Context: an optimization exercise on an open-source flow, tuned for a short achievable clock period and few clock cycles. The choices shown serve that exercise and are no tape-out recipe. Only simulation tests tie the RTL to the original design; equivalence was not proved. The flow treats the clock pin as an ideal source, which a real chip does not have. No activity file was given, so power comes from the tool's default toggle rates.

## mips_core
module mips_core (
    input  logic      clk,
    input  logic      reset_i,
    input  logic      stall_i,
    output mips_pkg::addr_t     rom_addr_o,
    input  mips_pkg::inst_t     rom_data_i,
    output logic      ram_en_o,
    output logic      ram_we_o,
    output mips_pkg::addr_t     ram_addr_o,
    output mips_pkg::word_t     ram_wdata_o,
    input  mips_pkg::word_t     ram_rdata_i,
    output logic      debug_wb_en_o,
    output mips_pkg::reg_addr_t debug_wb_addr_o,
    output mips_pkg::word_t     debug_wb_data_o,
    output mips_pkg::addr_t     debug_wb_pc_o
);
Size: about 6400 cells after synthesis, roughly 82000 sq um of cells after synthesis.
Settings: LEC_CHECK=0, ABC_CLOCK_PERIOD_IN_PS=2500, CAP_MARGIN=20, CORE_MARGIN=2, CORE_UTILIZATION=40, PLACE_DENSITY=0.75, SETUP_SLACK_MARGIN=4.55, SLEW_MARGIN=20, TNS_END_PERCENT=100; clock period 8.0 ns.
standard.sh (not shown) runs the stock make flow with config.mk's settings and CLKGATE_MAP_FILE= SYNTH_SCRIPT=/design/flow/synth_recipe.tcl, a recipe that flattens the netlist after the stock synthesis.
==> flow/flow/run.sh <==
#!/bin/bash
# The standard layout with one extra step after clock tree synthesis:
# flow/post_cts.tcl moves the stall gates of the event outputs onto the
# input buffer of stall_i. The make output goes to standard.log; ORFS keeps
# each tool's own log under orfs/logs/.
set -euo pipefail
export POST_CTS_TCL="$PWD/flow/post_cts.tcl"
bash standard.sh finish > standard.log 2>&1
==> flow/flow/post_cts.tcl <==
# Hang the stall gate of each event output (ram_we_o, debug_wb_en_o) directly on
# the input buffer of stall_i instead of deep in the buffer tree that serves
# the pipeline's enables.
set block [ord::get_db_block]

proc my_driver_of {net} {
  foreach it [$net getITerms] {
    if {[$it isOutputSignal]} { return $it }
  }
  return ""
}

proc my_input_net {inst} {
  foreach it [$inst getITerms] {
    if {[$it isInputSignal]} { return [$it getNet] }
  }
  return "NULL"
}

proc my_output_net {inst} {
  foreach it [$inst getITerms] {
    if {[$it isOutputSignal]} { return [$it getNet] }
  }
  return "NULL"
}

set in_net [[$block findBTerm stall_i] getNet]
set ibuf [[lindex [$in_net getITerms] 0] getInst]
set root [my_output_net $ibuf]
puts "stall_i input buffer [$ibuf getName], net [$root getName]"

foreach port {ram_we_o debug_wb_en_o} {
  set onet [[$block findBTerm $port] getNet]
  set obuf [[my_driver_of $onet] getInst]
  set gnet [my_input_net $obuf]
  set gate [[my_driver_of $gnet] getInst]
  foreach it [$gate getITerms] {
    if {![$it isInputSignal]} { continue }
    set n [$it getNet]
    set depth 0
    while {$n ne "NULL" && [$n getName] ne [$root getName] && $depth < 12} {
      set d [my_driver_of $n]
      if {$d eq ""} { break }
      set di [$d getInst]
      set master [[$di getMaster] getName]
      if {![regexp {__(buf|clkbuf)_[0-9]+$} $master]} { break }
      set n [my_input_net $di]
      incr depth
    }
    if {$n ne "NULL" && [$n getName] eq [$root getName] && $depth > 0} {
      $it disconnect
      $it connect $root
      puts "moved [$gate getName]/[[$it getMTerm] getName] ($port) onto [$root getName], $depth buffers up"
    }
  }
}
The first run ran to the end with no violations.
Testbench counts at the start, summed over its fixed seeds: cycles 11,013.
Next try:
PLACE_DENSITY = 0.6   (was 0.75)
SETUP_SLACK_MARGIN = 4.7   (was 4.55)
Result: Area after synthesis is unchanged. Routed wire length came out higher by 5.3%. Hold slack stays flat. Critical path depth decreases by 7. Power rises by 4.2%. Sequential power hardly moves. Cell area increases by 4.8%. Clock skew decreases by 3.1 ps.
Next try:
SETUP_SLACK_MARGIN = 4.55   (was 4.7)
The new run ran to the end with no violations; count of clock-buffer cells in the layout does not change; sequential power barely changes; non-clock buffer count came out lower by 146.

========
mips_core again, from the RTL that the note above started with.
export LEC_CHECK = 0
export ABC_CLOCK_PERIOD_IN_PS = 2500
export CAP_MARGIN = 20
export CORE_MARGIN = 2
export CORE_UTILIZATION = 40
export PLACE_DENSITY = 0.7
export SETUP_SLACK_MARGIN = 4.55
export SLEW_MARGIN = 20
export TNS_END_PERCENT = 100
create_clock -name core_clock -period 8.0 [get_ports {clk}]
Scripts as last shown in full above: flow/flow/run.sh, flow/flow/post_cts.tcl
Testbench counts at the start, summed over its fixed seeds: cycles 11,013.
Rerun with:
PLACE_DENSITY = 0.65   (was 0.7)
Combinational power grows by about 3%.
Cell count increases by 0.77%.
Utilization increases by 0.74 points.
Cell area is higher by about 1.5%.
Worst setup slack is worse by 0.028 ns.
Non-clock buffer count increases by 53.
Clock-buffer cell count grows by 6.

## separate check: timing with driven ports
The flow's constraints put no driver on any port. The routed layouts listed below were extracted and timed again, unchanged, in two steps.
Step 1 assumes that a clkbuf_16 drives the clock port and a buf_2 every other input.
Step 2 moves the port delays by t, midway between the first and last clock arrival at a register: inputs arrive t later, outputs are due t later. That takes back most of the time a late clock gives input paths.
Slacks: ideal ports / drivers / drivers and shift; pairs: ideal ports / drivers.
| run | t, ns | setup WS [ns] | hold slack, ns | cell pins on the clock port's net |
|---|---|---|---|---|
| the first run of note 1 | 0.899 | 4.365 / 4.008 / 3.109 | 0.447 / 0.447 / 0.447 | 1 |
| the second run of note 1 | 0.910 | 4.356 / 4.046 / 3.136 | 0.445 / 0.445 / 0.445 | 1 |
| the third run of note 1 | 0.910 | 4.373 / 4.035 / 3.125 | 0.447 / 0.447 / 0.447 | 1 |
| the first run of note 2 | 0.908 | 4.382 / 4.114 / 3.206 | 0.446 / 0.446 / 0.446 | 1 |
| the second run of note 2 | 0.900 | 4.355 / 4.117 / 3.217 | 0.445 / 0.445 / 0.445 | 1 |
After both steps every run listed still meets setup and hold. For the first run of note 1, which loses most, drivers alone change the setup slack by -0.357 ns; drivers and shift together by -1.256 ns.
